This design comes from an exercise in tuning for small area, a short achievable clock period and few clock cycles per item on the open sky130 flow, not from production work.
Where RTL was checked, it was by simulation tests only, not by an equivalence proof against the original.
No activity file was given, so power comes from the tool's default toggle rates.

## the previous run
==> flow/design.v (excerpt) <==
module pe_top
(
    input  logic                  clk_i,
    input  logic                  rst_i,
    input  logic [8+16-1:0] ev_i,
    input  logic                  ev_valid_i,
    output logic                  ev_ready_o,
    output logic [8+16-1:0] pro_o,
    output logic                  pro_valid_o,
    input  logic                  pro_ready_i,
    output logic [16-1:0] paddr_o,
    output logic                  pwrite_o,
    output logic [32-1:0] pwdata_o,
    output logic                  psel_o,
    output logic                  penable_o,
    input  logic [32-1:0] prdata_i,
    input  logic                  pready_i
);
    localparam int DS = 2;
    localparam int DN = 16 / DS;
    localparam logic [2:0] K_RP0 = 3'd0;
    localparam logic [2:0] K_RP1 = 3'd1;
    localparam logic [2:0] K_VR  = 3'd2;
    localparam logic [2:0] K_VW  = 3'd3;
    localparam logic [2:0] K_COL = 3'd4;
    localparam logic [2:0] PH_IDLE = 3'd0;
    localparam logic [2:0] PH_RP0  = 3'd1;
    localparam logic [2:0] PH_RP1  = 3'd2;
    localparam logic [2:0] PH_VR   = 3'd3;
    localparam logic [2:0] PH_POST = 3'd4;
    logic        eb_free_q;
    logic [7:0]  eb_idx_q;
    logic [15:0] eb_delta_q;
    logic        accept;
    logic        eb_release;
    logic        above;
    assign ev_ready_o = eb_free_q;
    assign accept     = ev_valid_i && eb_free_q;
    assign above      = (eb_delta_q > 16'd64);
    logic [2:0]  ph_q;
    logic        vw_done_q;
    logic        col_pend_q;
    logic        col_first_q;
    logic        ptr_wait_q;
    logic        ptr_eval_q;
    logic        div_need_q;
    logic [1:0]  vr_stage_q;
    logic [15:0] ps_q;
  ...
==> flow/config.mk <==
export PLATFORM = sky130hd
export DESIGN_NAME = pe_top
export DESIGN_NICKNAME = pe_top
export VERILOG_FILES = /design/flow/design.v
export SDC_FILE = /design/flow/constraint.sdc
export NUM_CORES = 4
export LEC_CHECK = 0
export CAP_MARGIN = 20
export CORE_MARGIN = 2
export CORE_UTILIZATION = 40
export SLEW_MARGIN = 20
==> flow/constraint.sdc <==
create_clock -name core_clock -period 36.0 [get_ports {clk_i}]
set_input_delay 7.2000 -clock core_clock [delete_from_list [all_inputs] [get_ports {clk_i}]]
set_output_delay 7.2000 -clock core_clock [all_outputs]
set_load 0.01 [all_outputs]
standard.sh (not shown) runs the stock make flow with config.mk's settings and CLKGATE_MAP_FILE= SYNTH_SCRIPT=/design/flow/synth_recipe.tcl, a recipe that flattens the netlist after the stock synthesis.
==> flow/flow/run.sh <==
#!/bin/bash
set -euo pipefail
export SETUP_SLACK_MARGIN=28
bash standard.sh > std_flow.log 2>&1
The previous run: flow completed, timing, DRC and antenna clean
Testbench counts of the previous run, summed over its fixed seeds: cycles 11,999, items 1,200.
Inputs modified between the previous run and the current run:
-- flow/design.v --
<<< the previous run, line 63
    logic        ptr_eval_q;
    logic        div_need_q;
    logic [1:0]  vr_stage_q;
    logic [15:0] ps_q;
    logic [15:0] pe_q;
>>> the current run, line 63
    logic        ptr_eval_q;
    logic        div_need_q;
    logic        vr_done_q;
    logic [15:0] ps_q;
    logic [15:0] pe_q;
<<< the previous run, line 108
    assign col_can      = (ph_q == PH_POST) && col_pend_q && !div_need_q && slot_ok;
    assign vw_can       = (ph_q == PH_POST) && !vw_done_q && !ptr_wait_q && !div_need_q
                          && (vr_stage_q != 2'd0);
    assign ps_w_inc     = ps_q[15:2] + 14'd1;
    assign col_last     = ({1'b0, ps_w_inc, 2'b00} >= {1'b0, pe_q});
>>> the current run, line 108
    assign col_can      = (ph_q == PH_POST) && col_pend_q && !div_need_q && slot_ok;
    assign vw_can       = (ph_q == PH_POST) && !vw_done_q && !ptr_wait_q && !div_need_q
                          && (vr_done_q || (xfer_end && (kind_q == K_VR)));
    assign ps_w_inc     = ps_q[15:2] + 14'd1;
    assign col_last     = ({1'b0, ps_w_inc, 2'b00} >= {1'b0, pe_q});
<<< the previous run, line 174
            ptr_eval_q  <= 1'b0;
            div_need_q  <= 1'b0;
            vr_stage_q  <= 2'd0;
        end
        else
>>> the current run, line 174
            ptr_eval_q  <= 1'b0;
            div_need_q  <= 1'b0;
            vr_done_q   <= 1'b0;
        end
        else
<<< the previous run, line 200
                    begin
                        vw_done_q  <= 1'b0;
                        vr_stage_q <= 2'd0;
                        ptr_wait_q <= above;
                        if (above)
>>> the current run, line 200
                    begin
                        vw_done_q  <= 1'b0;
                        vr_done_q  <= 1'b0;
                        ptr_wait_q <= above;
                        if (above)
<<< the previous run, line 241
                div_need_q <= 1'b0;
            if (xfer_end && (kind_q == K_VR))
                vr_stage_q <= 2'd1;
            else if (vr_stage_q == 2'd1)
                vr_stage_q <= 2'd2;
        end
    end
>>> the current run, line 241
                div_need_q <= 1'b0;
            if (xfer_end && (kind_q == K_VR))
                vr_done_q <= 1'b1;
        end
    end
    logic [4:0]  vs_lo;
    logic [3:0]  vs_g0 [1:3];
    logic [3:0]  vs_g1 [1:3];
    logic [3:0]  vs_c;
    logic [15:0] vsum;
    always_comb
    begin
        vs_lo   = {1'b0, prdata_i[3:0]} + {1'b0, eb_delta_q[3:0]};
        vs_c[0] = vs_lo[4];
        vsum[3:0] = vs_lo[3:0];
        for (int g = 1; g < 4; g++)
        begin
            vs_g0[g] = prdata_i[4*g +: 4] + eb_delta_q[4*g +: 4];
            vs_g1[g] = prdata_i[4*g +: 4] + eb_delta_q[4*g +: 4] + 4'd1;
            vsum[4*g +: 4] = vs_c[g-1] ? vs_g1[g] : vs_g0[g];
            vs_c[g] = vs_c[g-1] ? ({1'b0, prdata_i[4*g +: 4]} + {1'b0, eb_delta_q[4*g +: 4]} + 5'd1) >> 4 != 5'd0
                                : ({1'b0, prdata_i[4*g +: 4]} + {1'b0, eb_delta_q[4*g +: 4]}) >> 4 != 5'd0;
        end
    end
<<< the previous run, line 277
                end
                K_RP1: pe_q <= prdata_i[15:0];
                K_VR:  pwdata_q <= prdata_i[15:0];
                default: ;
            endcase
        end
        if (vr_stage_q == 2'd1)
            pwdata_q <= pwdata_q + eb_delta_q;
        if (accept)
        begin
>>> the current run, line 294
                end
                K_RP1: pe_q <= prdata_i[15:0];
                K_VR:  pwdata_q <= vsum;
                default: ;
            endcase
        end
        if (accept)
        begin
<<< the previous run, line 305
    logic        skip8;
    logic        skip4;
    assign damped   = {8'd0, eb_delta_q} * 24'd217;
    assign num      = damped[23:8];
    assign deg      = pe_q - ps_q;
>>> the current run, line 320
    logic        skip8;
    logic        skip4;
    logic [20:0] d31;
    assign d31      = {eb_delta_q, 5'd0} - {5'd0, eb_delta_q};
    assign damped   = {d31, 3'd0} - {3'd0, d31};
    assign num      = damped[23:8];
    assign deg      = pe_q - ps_q;
--- outcome ---
The current run vs. the previous run: detailed-route DRC error count level; data required time at the worst endpoint moved up; synthesis-to-layout area growth moved up; sequential power level.
The previous run → the current run: portion of total power attributed to the clock network shows an increase of 3.4 points; final core utilization shows an increase of 0.99 points.
Summary of the comparison: tapcell count is lower in the current run, relative to the previous run.
The current run vs. the previous run: number of cell instances on the worst register-to-register path higher, time the final worst path needs with I/O delays and setup up 0.51 ns, total power shows a reduction of 7.0%.
The sequential group share of total power in the current run was higher than what the previous run gave.
Going from the previous run to the current run, combinational cell fraction of total power shrinks by 5.6 points.
The RTL of the current run was laid out without a check of its function.

[afterwards: timing with drivers on the ports]
In the flow no input, the clock included, has a driving cell. The finished layouts below were timed again as built, in two steps. Step 1 assumes that a clkbuf_16 drives the clock port and a buf_2 every other input. Step 2 moves the port delays by t, midway between the first and last clock arrival at a register: inputs arrive t later, outputs are due t later. That takes back most of the time a late clock gives input paths. a / b / c = no drivers / after step 1 / after step 2; a / b = the first two.
run | shift t [ns] | setup WS [ns] | latest minus earliest clock arrival (ns)
the previous run | 0.617 | 27.604 / 27.551 / 27.437 | 0.027 / 0.027
the current run | 0.633 | 27.092 / 27.107 / 26.474 | 0.030 / 0.031
After both steps setup and hold are still met in every run listed. The setup slack of the current run, which loses most, moves by +0.015 ns with the drivers and by -0.618 ns with both steps.
